What follows belongs to an exercise in optimizing a design on an open flow for small area, a short achievable clock period and few clock cycles; a production flow would make more cautious choices. RTL that was checked went through simulation tests only; none was proved equivalent to the original. Only the layout flow was run in run 1; the RTL was not checked for function there.

==> flow/design.v, too long to show whole: its modules and the start of the top module <==
// module mat_vec_sequencer: 1223 lines
module mat_vec_sequencer #(
    parameter int FRAC_BITS = 16,
    parameter int DIM_W     = 8
) (
    input  logic             clk,
    input  logic             reset,
    input  logic             start,
    input  logic [DIM_W-1:0] m_dim,
    input  logic [DIM_W-1:0] n_dim,
    input  logic             transpose,
    output logic             mat_read,
    output logic [DIM_W-1:0] mat_m_addr,
    output logic [DIM_W-1:0] mat_n_addr,
    output logic             mat_tr,
    input  logic [31:0]      mat_data,
    output logic [DIM_W-1:0] vec_addr,
    input  logic [31:0]      vec_data,
    output logic             y_valid,
    input  logic             y_ready,
    output logic [DIM_W-1:0] y_addr,
    output logic [31:0]      y_data,
    output logic             busy,
    output logic             done
);
  // ...
==> flow/flow/run.sh <==
#!/bin/bash
bash standard.sh SYNTH_ARGS=-noabc SETUP_SLACK_MARGIN=${MARGIN:-8.5} finish > standard.log 2>&1
==> flow/standard.sh <==
#!/bin/bash
# synth_recipe.tcl (not shown) runs the flow's synth.tcl, then flattens the netlist and writes it again
# the make line also repeats each setting of config.mk as NAME=value (left out here)
make -C /OpenROAD-flow-scripts/flow DESIGN_CONFIG=/design/flow/config.mk WORK_HOME=/design/flow/orfs CLKGATE_MAP_FILE= SYNTH_SCRIPT=/design/flow/synth_recipe.tcl "${@:-finish}"
==> flow/config.mk <==
export PLATFORM = sky130hd
export DESIGN_NAME = mat_vec_sequencer
export DESIGN_NICKNAME = mat_vec_sequencer
export VERILOG_FILES = /design/flow/design.v
export SDC_FILE = /design/flow/constraint.sdc
export NUM_CORES = 4
export LEC_CHECK = 0
export ABC_AREA = 1
export CAP_MARGIN = 20
export CORE_MARGIN = 2
export CORE_UTILIZATION = 40
export SLEW_MARGIN = 20
==> flow/constraint.sdc <==
create_clock -name core_clock -period 12.0 [get_ports {clk}]
set_input_delay 2.4000 -clock core_clock [delete_from_list [all_inputs] [get_ports {clk}]]
set_output_delay 2.4000 -clock core_clock [all_outputs]
set_load 0.01 [all_outputs]
==> summary.md, run 1 <==
| Metric | Value |
|---|---|
| Clock Tree Buf Depth | `3` |
| Maxcap violations | `0` |
| Number of non-clock inverters in the layout | `~300` |
| Max FFs per register | `128` |
| Initial antenna violation count | `3` |
| Cts repair resizes | `404` |
| Die H | `around 270 microns` |
| Area fraction of the dominant cell type after synthesis | `28.28%` |
| Post-synthesis sequential area ratio | `23.77%` |
| Syn_nets | `3,540` |
| Unique cell type count in the Yosys netlist | `45` |
| Post-synth ARST share | `2.922%` |
| Status | `timing/DRC/antenna clean` |
| Worst hold start | `e1$_DFF_P_` |
| Non-clock buffer share | `8.294%` |
| CP Max Fanout | `4` |
| TritonCTS buffer count | `37` |
| Clock network area share | `3.944%` |
| Share of cells above drive strength 1 | `14.52%` |
| Worst Path Buf+Inv | `1` |
==> inputs of run 2 (changes only) <==
--- a/flow/design.v
+++ b/flow/design.v
@@ -97,17 +97,17 @@
         if (go)        ya <= '0;
         else if (xfer) ya <= ya + 1'b1;
     end
     logic [31:0] a_r, acc;
     logic [15:0] bo, bt, bn;
     logic [32:0] vb;
     assign vb = {vec_data, 1'b0};
     logic [127:0] hb;
-    logic [7:0] lb;
+    logic [15:0] lb;
     logic        ck;
     logic [32:0] ae;
     assign ae = {a_r[31], a_r};
     logic [32:0] pp0;
     logic [32:0] pp1;
     logic [32:0] pp2;
     logic [32:0] pp3;
     logic [32:0] pp4;
@@ -855,19 +855,19 @@
     wire bs715 = pp13[21] ^ pp14[19] ^ pp15[17];
     wire bc716 = (pp13[21] & pp14[19]) | (pp13[21] & pp15[17]) | (pp14[19] & pp15[17]);
     wire bs717 = bc700 ^ bc702 ^ bc704;
     wire bc718 = (bc700 & bc702) | (bc700 & bc704) | (bc702 & bc704);
     wire bs719 = bs711 ^ bs713 ^ bs715;
     wire bc720 = (bs711 & bs713) | (bs711 & bs715) | (bs713 & bs715);
     wire bs721 = bc706 ^ bc708;
     wire bc722 = bc706 & bc708;
-    logic [12:0] lsum;
-    assign lsum = {1'b0, {bc50, bs47, bs37, bc24, bs21, bs15, bs9, bs5, bc2, pp1[0], pp0[1], pp0[0]}} + {1'b0, {bs59, bs49, bs39, bs31, bs23, bs17, bs11, bs7, bs3, bs1, 1'b0, bn[0]}};
-    wire ck_n = lsum[12];
+    logic [8:0] lsum;
+    assign lsum = {1'b0, {bs21, bs15, bs9, bs5, bc2, pp1[0], pp0[1], pp0[0]}} + {1'b0, {bs23, bs17, bs11, bs7, bs3, bs1, 1'b0, bn[0]}};
+    wire ck_n = lsum[8];
     logic [127:0] hb_n;
     assign hb_n[0] = bs123;
     assign hb_n[1] = bc110;
     assign hb_n[2] = bc112;
     assign hb_n[3] = bs125;
     assign hb_n[4] = bs135;
     assign hb_n[5] = bc124;
     assign hb_n[6] = bc126;
@@ -987,30 +987,38 @@
     assign hb_n[120] = bs707;
     assign hb_n[121] = bc698;
     assign hb_n[122] = bc696;
     assign hb_n[123] = bs709;
     assign hb_n[124] = bs717;
     assign hb_n[125] = bs719;
     assign hb_n[126] = bc710;
     assign hb_n[127] = bs721;
-    logic [7:0] lb_n;
-    assign lb_n[0] = bc60;
-    assign lb_n[1] = bs71;
-    assign lb_n[2] = bs81;
-    assign lb_n[3] = bs83;
-    assign lb_n[4] = bc84;
-    assign lb_n[5] = bs97;
-    assign lb_n[6] = bc98;
-    assign lb_n[7] = bs111;
+    logic [15:0] lb_n;
+    assign lb_n[0] = bc24;
+    assign lb_n[1] = bs31;
+    assign lb_n[2] = bs37;
+    assign lb_n[3] = bs39;
+    assign lb_n[4] = bs47;
+    assign lb_n[5] = bs49;
+    assign lb_n[6] = bc50;
+    assign lb_n[7] = bs59;
+    assign lb_n[8] = bc60;
+    assign lb_n[9] = bs71;
+    assign lb_n[10] = bs81;
+    assign lb_n[11] = bs83;
+    assign lb_n[12] = bc84;
+    assign lb_n[13] = bs97;
+    assign lb_n[14] = bc98;
+    assign lb_n[15] = bs111;
     logic [31:0] acc_in;
     assign acc_in = fB ? 32'd0 : acc;
-    logic [5:0] csum;
-    assign csum = {1'b0, {lb[6], lb[4], lb[2], lb[0]}, 1'b1} + {1'b0, {lb[7], lb[5], lb[3], lb[1]}, ck};
-    wire c16 = csum[5];
+    logic [9:0] csum;
+    assign csum = {1'b0, {lb[14], lb[12], lb[10], lb[8], lb[6], lb[4], lb[2], lb[0]}, 1'b1} + {1'b0, {lb[15], lb[13], lb[11], lb[9], lb[7], lb[5], lb[3], lb[1]}, ck};
+    wire c16 = csum[9];
     wire ms723 = hb[0] ^ hb[1] ^ hb[2];
     wire mc724 = (hb[0] & hb[1]) | (hb[0] & hb[2]) | (hb[1] & hb[2]);
     wire ms725 = hb[3] ^ acc_in[0] ^ ms723;
     wire mc726 = (hb[3] & acc_in[0]) | (hb[3] & ms723) | (acc_in[0] & ms723);
     wire ms727 = hb[4] ^ hb[5] ^ hb[6];
     wire mc728 = (hb[4] & hb[5]) | (hb[4] & hb[6]) | (hb[5] & hb[6]);
     wire ms729 = hb[7] ^ acc_in[1] ^ mc724;
     wire mc730 = (hb[7] & acc_in[1]) | (hb[7] & mc724) | (acc_in[1] & mc724);
==> run 2 against run 1 <==
Effect of this change: register-to-register slack improved by 0.02 ns; largest cell class unchanged; flip-flop and latch count rose by 8; worst setup slack improved by 0.00073 ns.
==> summary.md, run 2 <==
| Metric | Value |
|---|---|
| Status | `timing/DRC/antenna clean` |
| Vias in the first global route | `23,210` |
| Worst setup path category | `register to output pin` |
| Crit. End Element | `output pin` |
| Most frequent cell after synthesis | `xor2_1` |
| Setup TNS | `0 ns` |
| Final instance area | `0.03307 sq mm` |
| DR pass1 iterations | `7` |
| Placed cell areas | `0.03092 sq mm` |
| Final Core Density | `46.50%` |
| Max FFs per register | `128 (unchanged)` |
| Sink Count | `between 300 and 400` |
| Biggest regs | `hb: 128 flops, a_r: 32 flops, acc: 32 flops` |
| Flops & latches, synth | `316` |
| Via count | `22,670` |
| Synth area leaders | `fa_1, dfxtp_1, xor2_1, o22ai_1, edfxtp_1` |
| First-pass GRT wire length | `142,400 microns` |
| Post-synth EDFFs | `57` |
| Clock Tree Buf Depth | `3 (unchanged)` |
| Register area | `0.007009 sq mm` |
| Relative slew slack | `between 30 and 40%` |
| Largest net degree at the start of global routing | `35` |
| Yosys warnings | `1` |
| Top_reg_cell synth | `dfxtp_1` |
| Final hold viol count | `0` |
| Clk pin slew, worst setup/hold paths | `0.06 ns` |
| Final min period | `about 3.6 ns` |
| # setup viols final | `0` |
| Grt ovf | `0` |
| Final GP Congestion | `0.8973` |
| Area fraction of the dominant cell type after synthesis | `28.22% (-0.058 points)` |
| Final #Nets | `3,683` |
| I/O pin count | `154` |
| H-tree depth | `2` |
| Clk root buf | `clkbuf_16` |
| Fin Hold WS | `approximately 0.33 ns` |
| CP Max Fanout | `5 (+1)` |
| Drt drc | `0` |
| Core footprint | `0.07112 sq mm` |
| Cell at the slowest stage of the critical path | `edfxtp_1` |
| DRT iter0 DRCs | `roughly 2,500` |
| Post-synth ARST share | `2.848% (-0.074 points)` |
| Post-Synthesis Cells | `between 2,000 and 3,000` |
| Multi-input gate area | `0.01978 sq mm` |
| Commonest non-fill, non-tap cell in the layout | `xor2_1` |
| Worst Path Buf+Inv | `1 (unchanged)` |
| TritonCTS clock tree | `done` |
| Mapped Avg Cell Area | `9.649 sq um` |
| CP Data Required Time | `9.60 ns` |
| F_max | `275.7 MHz` |
| Dpl hpwl | `62,580 microns` |
| Post-synthesis sequential area ratio | `24.28% (+0.51 points)` |
| Setup WS post-layout | `8.373 ns` |
| Syn-to-layout area delta | `15.68%` |
| Die footprint | `~0.074 sq mm` |
| Top delay family on crit path | `flip-flops` |
| Most flop-heavy register | `hb` |
| Num rows | `98` |
| Initial antenna violation count | `2 (-1)` |
| TritonCTS buffer count | `38 (+2.7%)` |
| Dominant cell type by area after synthesis | `fa_1` |
| WL/cell | `23.03 microns` |
| Antenna-violating nets left | `0` |
| Max stage delay on crit path | `approximately 0.47 ns` |
| Post-synth top cells | `xor2_1, o22ai_1, fa_1` |
| Unique cell type count in the Yosys netlist | `38 (-16%)` |
| Max-slew violations | `0` |
| Total track usage | `around 25%` |
| Crit path arrival time | `1.23 ns` |
| RSZ-0062 raised after global routing | `yes` |
| Number of I/O port buffers | `153` |
| Most frequent cells in the layout | `xor2_1, o22ai_1, fa_1` |
| Die H | `271.3 microns (+0.10%)` |
| Ant diodes | `0` |
| Worst slew pin tran | `about 0.94 ns` |
| Initial Util | `40.20%` |
| Clock latency (worst-skew pair) | `~0.58 ns` |
| Post-Place Worst Slack | `~7.1 ns` |
| Share of cells above drive strength 1 | `13.15% (-1.4 points)` |
| Final wirelength | `93,880 microns` |
| DR vias/cell | `between 5 and 6` |
| Worst-path cell chain | `buf_2` |
| Synthesized area | `0.02859 sq mm` |
| Final Skew | `between 0.015 and 0.02 ns` |
| Fill count | `6,880` |
| Final Cycle Share | `slightly above 30%` |
| Maxcap violations | `0 (unchanged)` |
| Worst Setup Start Kind | `register` |
| Syn_nets | `3,549 (+0.25%)` |
| Die width | `271.3 microns` |
| Hold WC Path Type | `register to register` |
-- run 2: cell types whose count changed after synthesis, moves of 6 or more --
cell	before	now
nand3_1	58	68
dfxtp_1	242	250
nand2_1	310	317
o21ai_2	6	0
clkbuf_1	143	149
o21ai_0	46	40
-- run 2: worst paths after layout --
path                                  from          endpoint  slack [ns]  depth (start not counted)
max in group asynchronous            reset  rd_q$_DFFE_PP0P_        9.58                          2
setup / recovery            r[1]$_DFFE_PP_     mat_m_addr[1]        8.37                          1
hold reg to reg                 l1$_DFF_P_        lA$_DFF_P_        0.33                          0
min in group asynchronous            reset      vA$_DFF_PP0_        2.11                          2
setup reg to reg           a_r[26]$_DFF_P_    hb[75]$_DFF_P_        8.48                          8
hold / removal                  l1$_DFF_P_        lA$_DFF_P_        0.33                          0
-- run 2: per-layer routing --
layer  track usage [%]  wire length (microns)  vias to the layer above
li1                  -                      -                    10030
met1             33.86                  38490                    10930
met2             37.24                  39680                     1410
met3             8.483                  11620                      301
met4             10.16                   4091                        0
met5                 0                      0                        -
-- run 2: per-stage QoR --
| stage | instances |
|---|---|
| 2_1_floorplan | 2963 |
| 3_3_place_gp | 3908 |
| 3_5_place_dp | 3908 |
| 4_1_cts | 4040 |
| 5_1_grt | 4076 |
| 6_report | 4076 |
-- run 2: cells by family after synthesis --
| group | share of synthesized area (%) |
|---|---|
| compound gates | 11.76 |
| flops | 24.28 |
| simple gates | 7.694 |
| xor+xnor | 16.14 |
| mux | 0.5908 |
| fa+ha+maj | 32.51 |
| buf+inv | 7.024 |
-- run 2: cell type report --
cell class	count	share of cell area, %
timing repair buffer	309	7.824
sequential	316	21.19
tap	950	3.594
inverter	288	3.492
timing repair inverter	6	0.1286
clock buffer	51	3.397
multi-input combinational	2138	59.80
clock inverter	18	0.5675
-- run 2: timing repair --
action | in CTS | in global routing
hold endpoints to repair | 0 | 0
setup buffers | 59 | 34
hold buffers | 0 | 0
endpoints found under the setup margin | 176 | 167
gates resized for setup | 355 | 84
cloned | 4 | 2
pin swaps | 0 | 4
Testbench counts of run 2, summed over its fixed seeds: cycles 39,365.
==> inputs of run 3 (changes only) <==
==> flow/flow/run.sh (replaced) <==
#!/bin/bash
# The standard layout (standard.sh) with these changes:
# - Yosys's generic abc pass before full-adder extraction is skipped (-noabc), so extract_fa
#   sees the adder trees as written and does not put inverters between full adders;
# - port buffers are buf_2 rather than the delay buffer buffer_ports picks by itself;
# - clock tree: larger sink clusters and no dummy loads.
# Registers are untouched by all of them.
bash standard.sh SYNTH_ARGS=-noabc SETUP_SLACK_MARGIN=${MARGIN:-8.5} \
  "BUFFER_PORTS_ARGS=-buffer_cell sky130_fd_sc_hd__buf_2" \
  "CTS_ARGS=-sink_clustering_enable -repair_clock_nets -dont_use_dummy_load -sink_clustering_size 30 -sink_clustering_max_diameter 150" \
  finish > standard.log 2>&1
==> run 3 against run 2 <==
Effect of this change: first-iteration DRC count increased by 7.1%; wire length increased by 0.56%; cell count decreased by 1.7%; area after synthesis unchanged; critical path type unchanged; highest routed layer is now met5.
==> summary.md, run 3 <==
| Metric | Value |
|---|---|
| Largest net degree at the start of global routing | `35 (unchanged)` |
| Worst setup path category | `register to output pin` |
| Worst Path Buf+Inv | `1 (unchanged)` |
| Total track usage | `25.08% (-0.11 points)` |
| Multi-input gate area | `0.01977 sq mm (about the same)` |
| Commonest non-fill, non-tap cell in the layout | `xor2_1` |
| # setup viols final | `0 (unchanged)` |
| Worst-path cell chain | `buf_2` |
| Biggest regs | `hb: 128 flops, a_r: 32 flops, acc: 32 flops` |
| Clock Tree Buf Depth | `3 (unchanged)` |
| Fin Hold WS | `0.3337 ns (+0.006158 ns)` |
| Vias in the first global route | `22,960 (-1.1%)` |
| Hold WC Path Type | `register to register` |
| TritonCTS clock tree | `done` |
| Relative slew slack | `38.63% (+1.3 points)` |
| Max-slew violations | `0 (unchanged)` |
| Setup WS post-layout | `8.388 ns (+0.01450 ns)` |
| F_max | `276.8 MHz (+0.40%)` |
| Drt drc | `0 (unchanged)` |
| Most flop-heavy register | `hb` |
| Share of cells above drive strength 1 | `13.54% (+0.39 points)` |
| Syn_nets | `3,549 (unchanged)` |
| Final #Nets | `3,645 (-1.0%)` |
| Unique cell type count in the Yosys netlist | `38 (unchanged)` |
| Post-Place Worst Slack | `7.972 ns (+0.8684 ns)` |
| Die H | `271.3 microns (unchanged)` |
| Synthesized area | `0.02859 sq mm (unchanged)` |
| Syn-to-layout area delta | `10.35%` |
| Num rows | `98 (unchanged)` |
| Synth area leaders | `fa_1, dfxtp_1, xor2_1, o22ai_1, edfxtp_1` |
| Final Skew | `0.02269 ns (+0.003468 ns)` |
| Final min period | `3.612 ns (-0.01450 ns)` |
| Placed cell areas | `0.03016 sq mm (-2.5%)` |
| Post-synth ARST share | `2.848% (unchanged)` |
| Post-synth top cells | `xor2_1, o22ai_1, fa_1` |
| CP Data Required Time | `9.60 ns (about the same)` |
| Final hold viol count | `0 (unchanged)` |
| Initial antenna violation count | `2 (unchanged)` |
| Crit path arrival time | `1.21 ns (-0.02 ns)` |
| Final instance area | `0.03155 sq mm (-4.6%)` |
| Final Core Density | `44.36% (-2.1 points)` |
| Max FFs per register | `128 (unchanged)` |
| Most frequent cells in the layout | `xor2_1, o22ai_1, fa_1` |
| First-pass GRT wire length | `141,700 microns (-0.44%)` |
| Via count | `22,520 (-0.69%)` |
| Flops & latches, synth | `316 (unchanged)` |
| Die width | `271.3 microns (unchanged)` |
| Number of I/O port buffers | `153 (unchanged)` |
| Fill count | `6,944 (+0.93%)` |
| Final wirelength | `94,410 microns (+0.56%)` |
| Worst Setup Start Kind | `register` |
| Post-synth EDFFs | `57 (unchanged)` |
| Dominant cell type by area after synthesis | `fa_1` |
| Post-synthesis sequential area ratio | `24.28% (unchanged)` |
| DR vias/cell | `5.618 (+1.0%)` |
| Top delay family on crit path | `flip-flops` |
| Status | `timing/DRC/antenna clean` |
| Dpl hpwl | `62,400 microns (-0.29%)` |
| DRT iter0 DRCs | `2,670 (+7.1%)` |
| H-tree depth | `1 (-1)` |
| Die footprint | `0.07363 sq mm (unchanged)` |
| Final GP Congestion | `0.9111 (+1.5%)` |
| TritonCTS buffer count | `14 (-63%)` |
| DR pass1 iterations | `7 (unchanged)` |
| Clk root buf | `clkbuf_16` |
| Core footprint | `0.07112 sq mm (unchanged)` |
| Final Cycle Share | `30.10% (-0.12 points)` |
| Initial Util | `40.20% (unchanged)` |
| Most frequent cell after synthesis | `xor2_1` |
| Max stage delay on crit path | `0.48 ns (about the same)` |
| Yosys warnings | `1 (unchanged)` |
| Mapped Avg Cell Area | `9.649 sq um (unchanged)` |
| Worst slew pin tran | `0.9205 ns (-0.01561 ns)` |
| Top_reg_cell synth | `dfxtp_1` |
| Area fraction of the dominant cell type after synthesis | `28.22% (unchanged)` |
| Antenna-violating nets left | `0 (unchanged)` |
| Clk pin slew, worst setup/hold paths | `0.12 ns (+0.06 ns)` |
| WL/cell | `23.55 microns (+2.3%)` |
| # hold bufs at CTS | `0 (unchanged)` |
| Maxcap violations | `0 (unchanged)` |
| Sink Count | `316 (unchanged)` |
| Grt ovf | `0 (unchanged)` |
| I/O pin count | `154 (unchanged)` |
| Setup TNS | `0 ns (unchanged)` |
| Post-Synthesis Cells | `2,963 (unchanged)` |
| Crit. End Element | `output pin` |
| Cell at the slowest stage of the critical path | `edfxtp_1` |
| Clock latency (worst-skew pair) | `0.55 ns (-0.03 ns)` |
| Register area | `0.007010 sq mm (about the same)` |
| RSZ-0062 raised after global routing | `yes` |
| CP Max Fanout | `2 (-3)` |
[run 3: cell type report]
type,count,share of cell area [%]
diodes,1,0.007932
repair inverters,6,0.1428
well taps,950,3.768
multi-input cells,2138,62.65
flip-flops and latches,316,22.22
repair buffers,295,6.445
clock buffers,14,1.110
inverters,288,3.653
[run 3: kinds of logic (layout without fill, tap and decap cells)]
logic type               Yosys count  in the layout  share of synthesized area [%]
AO/OA/AOI/OAI                    552            552                          11.76
AND/OR/NAND/NOR                  543            543                          7.694
XOR/XNOR                         527            527                          16.14
buffers and inverters            509            603                          7.024
adder cells (fa/ha/maj)          501            501                          32.51
flip-flops                       316            316                          24.28
multiplexers                      15             15                         0.5908
other                              0              1                              0
[run 3: metrics by stage]
stage / std cells
floorplan: 2963
global placement: 3908
detailed placement: 3908
CTS: 3975
global route: 4008
finish: 4008
[run 3: repair_timing]
action                     CTS  global route
hold endpoints to repair     0             0
gates resized for setup     52            75
buffers inserted            49            30
setup endpoints to repair  134           113
gates cloned                 4             2
pin swaps                    0             0
[run 3: path summary, 6_finish.rpt]
path | startpoint | endpoint | slack [ns] | depth (start not counted)
worst max-delay path | acc[24]$_DFFE_PN_ | y_data[24] | 8.39 | 1
worst min-delay path | fA$_DFF_P_ | fB$_DFF_P_ | 0.33 | 0
worst max register to register | bo[13]$_DFF_P_ | hb[67]$_DFF_P_ | 8.49 | 7
worst min register to register | fA$_DFF_P_ | fB$_DFF_P_ | 0.33 | 0
max in group asynchronous | reset | rd_q$_DFFE_PP0P_ | 9.81 | 2
min in group asynchronous | reset | yv_q$_DFFE_PP0P_ | 1.84 | 2
[run 3: worst register-to-register path: stages (launching register included)]
cell        delay, ns
dfxtp_1          0.54
clkinvlp_4       0.39
o22ai_1          0.29
xor2_1           0.13
fa_1             0.44
fa_1             0.60
fa_1             0.44
fa_1             0.53
[run 3: metal layers]
layer  vias to the layer above  track usage, %  part of all wire (%)
li1                       9902               -                     -
met1                     10830           34.05                    41
met2                      1464           36.50                    42
met3                       316           8.589                    12
met4                         2           10.35                   4.8
met5                         -               0                0.0095
==> inputs of run 4 (changes only) <==
--- a/flow/flow/run.sh
+++ b/flow/flow/run.sh
@@ -7,5 +7,5 @@
 # Registers are untouched by all of them.
 bash standard.sh SYNTH_ARGS=-noabc SETUP_SLACK_MARGIN=${MARGIN:-8.5} \
   "BUFFER_PORTS_ARGS=-buffer_cell sky130_fd_sc_hd__buf_2" \
-  "CTS_ARGS=-sink_clustering_enable -repair_clock_nets -dont_use_dummy_load -sink_clustering_size 30 -sink_clustering_max_diameter 150" \
+  "CTS_ARGS=-sink_clustering_enable -repair_clock_nets -dont_use_dummy_load -sink_clustering_size 24 -sink_clustering_max_diameter 120" \
   finish > standard.log 2>&1
--- a/flow/config.mk
+++ b/flow/config.mk
@@ -8,5 +8,6 @@
 export ABC_AREA = 1
 export CAP_MARGIN = 20
 export CORE_MARGIN = 2
-export CORE_UTILIZATION = 40
+export CORE_UTILIZATION = 60
+export PLACE_DENSITY = 0.75
 export SLEW_MARGIN = 20
==> run 4 against run 3 <==
Effect of this change: die area fell by 33%; largest cell class unchanged; final area fell by 1.4%; worst setup slack improved by 0.0057 ns; count of clock-buffer cells in the layout rose by 3; non-clock buffer count fell by 19; critical endpoint is now mat_m_addr[2]; highest routed layer is now met4; critical path type unchanged; global-route usage rose by 11 points; fmax rose by 0.16%; sequential share of layout area rose by 0.29 points; via count rose by 4.9%.
==> summary.md, run 4 <==
| Metric | Value |
|---|---|
| F_max | `277.3 MHz (+0.16%)` |
| Commonest non-fill, non-tap cell in the layout | `xor2_1` |
| Final Cycle Share | `30.05% (-0.048 points)` |
| Drt drc | `0 (unchanged)` |
| Total track usage | `35.87% (+11 points)` |
| Number of I/O port buffers | `153 (unchanged)` |
| WL/cell | `24.54 microns (+4.2%)` |
| Status | `timing/DRC/antenna clean` |
| Worst Setup Start Kind | `register` |
| Vias in the first global route | `24,460 (+6.6%)` |
| Max stage delay on crit path | `0.49 ns (about the same)` |
| Final #Nets | `3,632 (-0.36%)` |
| Crit. End Element | `output pin` |
| Post-Synthesis Cells | `2,963 (unchanged)` |
| Final Skew | `0.02132 ns (-0.001367 ns)` |
| Syn-to-layout area delta | `8.849%` |
| H-tree depth | `1 (unchanged)` |
| R2R Setup Slk | `8.40 ns (-0.09 ns)` |
| DR vias/cell | `6.462 (+15%)` |
| Largest net degree at the start of global routing | `35 (unchanged)` |
| Mapped Avg Cell Area | `9.649 sq um (unchanged)` |
| Worst Path Buf+Inv | `1 (unchanged)` |
| Post-synth EDFFs | `57 (unchanged)` |
| Relative slew slack | `43.16% (+4.5 points)` |
| Clk root buf | `clkbuf_16` |
| Crit path arrival time | `1.21 ns (about the same)` |
| Worst r2r dst | `hb[71]$_DFF_P_` |
| Hold Path End | `eA$_DFF_P_` |
| RSZ-0062 raised after global routing | `yes` |
| Die width | `222.3 microns (-18%)` |
| Combinational family with the most area after synthesis | `adder cells` |
| Syn_nets | `3,549 (unchanged)` |
| Share of cells above drive strength 1 | `14.19% (+0.65 points)` |
| Dpl hpwl | `61,030 microns (-2.2%)` |
| Yosys warnings | `1 (unchanged)` |
| Hold WC Path Type | `register to register` |
| Sink Count | `316 (unchanged)` |
| Simple-Gate Fraction of Synth Area | `7.694% (unchanged)` |
| Synth Area in Compound Gates | `11.76% (unchanged)` |
| First-pass GRT wire length | `137,000 microns (-3.3%)` |
| Grt ovf | `0 (unchanged)` |
| Die H | `222.3 microns (-18%)` |
| # hold bufs at CTS | `0 (unchanged)` |
| Final GP Congestion | `0.9215 (+1.1%)` |
| Adder-cell share of the synthesized area | `32.51% (unchanged)` |
| Unique cell type count in the Yosys netlist | `38 (unchanged)` |
| DR pass1 iterations | `8 (+1)` |
| Worst slew pin tran | `0.8517 ns (-0.06881 ns)` |
| Worst R2R Start | `a_r[23]$_DFF_P_` |
| Post-synthesis mux area share | `0.5908% (unchanged)` |
| Synth area leaders | `fa_1, dfxtp_1, xor2_1, o22ai_1, edfxtp_1` |
| Most flop-heavy register | `hb` |
| I/O pin count | `154 (unchanged)` |
| Most frequent cells in the layout | `xor2_1, o22ai_1, fa_1` |
| Via count | `23,620 (+4.9%)` |
| Post-Place Worst Slack | `7.971 ns (-0.0003400 ns)` |
| CP Max Fanout | `5 (+3)` |
| Die footprint | `0.04941 sq mm (-33%)` |
| TritonCTS clock tree | `done` |
| Clock Tree Buf Depth | `3 (unchanged)` |
| DRT iter0 DRCs | `3,260 (+22%)` |
| Flops & latches, synth | `316 (unchanged)` |
| CP Data Required Time | `9.60 ns (about the same)` |
| Clk pin slew, worst setup/hold paths | `0.09 ns (-0.03 ns)` |
| Final Core Density | `66.56% (+22 points)` |
| Worst-path cell chain | `buf_2` |
| Worst hold start | `e1$_DFF_P_` |
| Top delay family on crit path | `flip-flops` |
| Num rows | `79 (-19%)` |
| Final min period | `3.607 ns (-0.005740 ns)` |
| Biggest regs | `hb: 128 flops, a_r: 32 flops, acc: 32 flops` |
| Max-slew violations | `0 (unchanged)` |
| Most frequent cell after synthesis | `xor2_1` |
| Final hold viol count | `0 (unchanged)` |
| Post-synthesis xor/xnor area fraction | `16.14% (unchanged)` |
| Maxcap violations | `0 (unchanged)` |
| TritonCTS buffer count | `17 (+3)` |
| WHS Path Cells | `0 (unchanged)` |
| Setup TNS | `0 ns (unchanged)` |
| Core footprint | `0.04675 sq mm (-34%)` |
| Antenna-violating nets left | `0 (unchanged)` |
| Initial antenna violation count | `4 (+2)` |
| Worst setup path category | `register to output pin` |
| Synthesized area | `0.02859 sq mm (unchanged)` |
| Post-synthesis sequential area ratio | `24.28% (unchanged)` |
| Post-synth ARST share | `2.848% (unchanged)` |
| Top_reg_cell synth | `dfxtp_1` |
| Max FFs per register | `128 (unchanged)` |
| Setup WS post-layout | `8.393 ns (+0.005740 ns)` |
| Post-synth top cells | `xor2_1, o22ai_1, fa_1` |
| Critical Path Start | `r[2]$_DFFE_PP_` |
| Initial Util | `61.15% (+21 points)` |
| Final wirelength | `89,700 microns (-5.0%)` |
| Dominant cell type by area after synthesis | `fa_1` |
| Worst Reg-to-Reg Cells | `7 (unchanged)` |
| Cell at the slowest stage of the critical path | `edfxtp_1` |
| Area fraction of the dominant cell type after synthesis | `28.22% (unchanged)` |
| # setup viols final | `0 (unchanged)` |
| Clock latency (worst-skew pair) | `0.54 ns (about the same)` |
==> run 4: area by class of cell <==
class | count | area (sq um)
timing repair inverter | 9 | 62.56
timing repair buffer | 276 | 1815
multi-input combinational | 2138 | 19850
inverter | 288 | 1191
sequential | 316 | 7005
clock buffer | 17 | 425.4
tap | 607 | 759.5
fill | 3687 | 15630
antenna | 4 | 10.01
==> run 4: layer usage <==
metal,vias to the layer above,GRT usage (%),part of all wire (%)
li1,9899,-,-
met1,11390,45.33,36
met2,1838,55.53,44
met3,498,10.75,13
met4,0,19.46,6.5
met5,-,0,0
==> run 4: kinds of logic after synthesis <==
group / count (synthesis)
flops: 316
simple gates: 543
fa+ha+maj: 501
xor+xnor: 527
buf+inv: 509
mux: 15
compound gates: 552
==> run 4: worst max-delay path by stage <==
stage                     depth (start not counted)  slack (ns)             endpoint
final                                             1        8.39        mat_m_addr[2]
after global routing                              1        8.38           y_data[25]
after CTS                                         1        8.37        mat_m_addr[2]
after detailed placement                          8        7.97  r_last[6]$_DFFE_PP_
after global placement                            8        7.99  r_last[6]$_DFFE_PP_
after floorplan                                   6        8.49  c_last[6]$_DFFE_PP_
==> run 4: repair_timing <==
item	in CTS	in global routing
endpoints found under the setup margin	137	128
resized for setup	52	91
buffers inserted	45	27
pin swaps	0	3
gates cloned	1	8
==> run 4: worst register-to-register path, delay by kind of cell, from the launching register on <==
kind | cells | cell delay, ns
flops | 1 | 0.50
compound gates | 1 | 0.30
fa+ha+maj | 4 | 2.04
xor+xnor | 1 | 0.26
buf+inv | 1 | 0.40
==> run 4: stage by stage <==
stage,cell area (sq um),hold WS [ns],std cells
floorplan,28660,0.3096,2963
global placement,29630,0.3103,3553
CTS,30540,0.3338,3616
finish,31120,0.3364,3655
global route,31110,0.3503,3653
detailed placement,29630,0.3121,3553

[re-timing with driven ports]
In the flow no input, the clock included, has a driving cell. The finished layouts below were timed again as built, in two steps. Step 1: set_driving_cell puts a clkbuf_16 on clk and a buf_2 on each other input, an assumption about the parent block. Step 2 times the ports against the registers' clock, not the clock port: input delays grow and output delays shrink by t, the midpoint of the rising clock arrivals with the driver on. Slacks: no drivers / after step 1 / after step 2; pairs: no drivers / after step 1.
run	shift t [ns]	slack for setup (ns)	pins driven straight from the clock port
run 1	0.616	8.372 / 8.314 / 7.944	1
run 2	0.626	8.373 / 8.314 / 7.996	1
run 3	0.599	8.388 / 8.327 / 8.119	1
run 4	0.591	8.393 / 8.335 / 8.112	1
After both steps setup and hold are still met in every run listed. The setup slack of run 1, which loses most, moves by -0.058 ns with the drivers and by -0.428 ns with both steps.
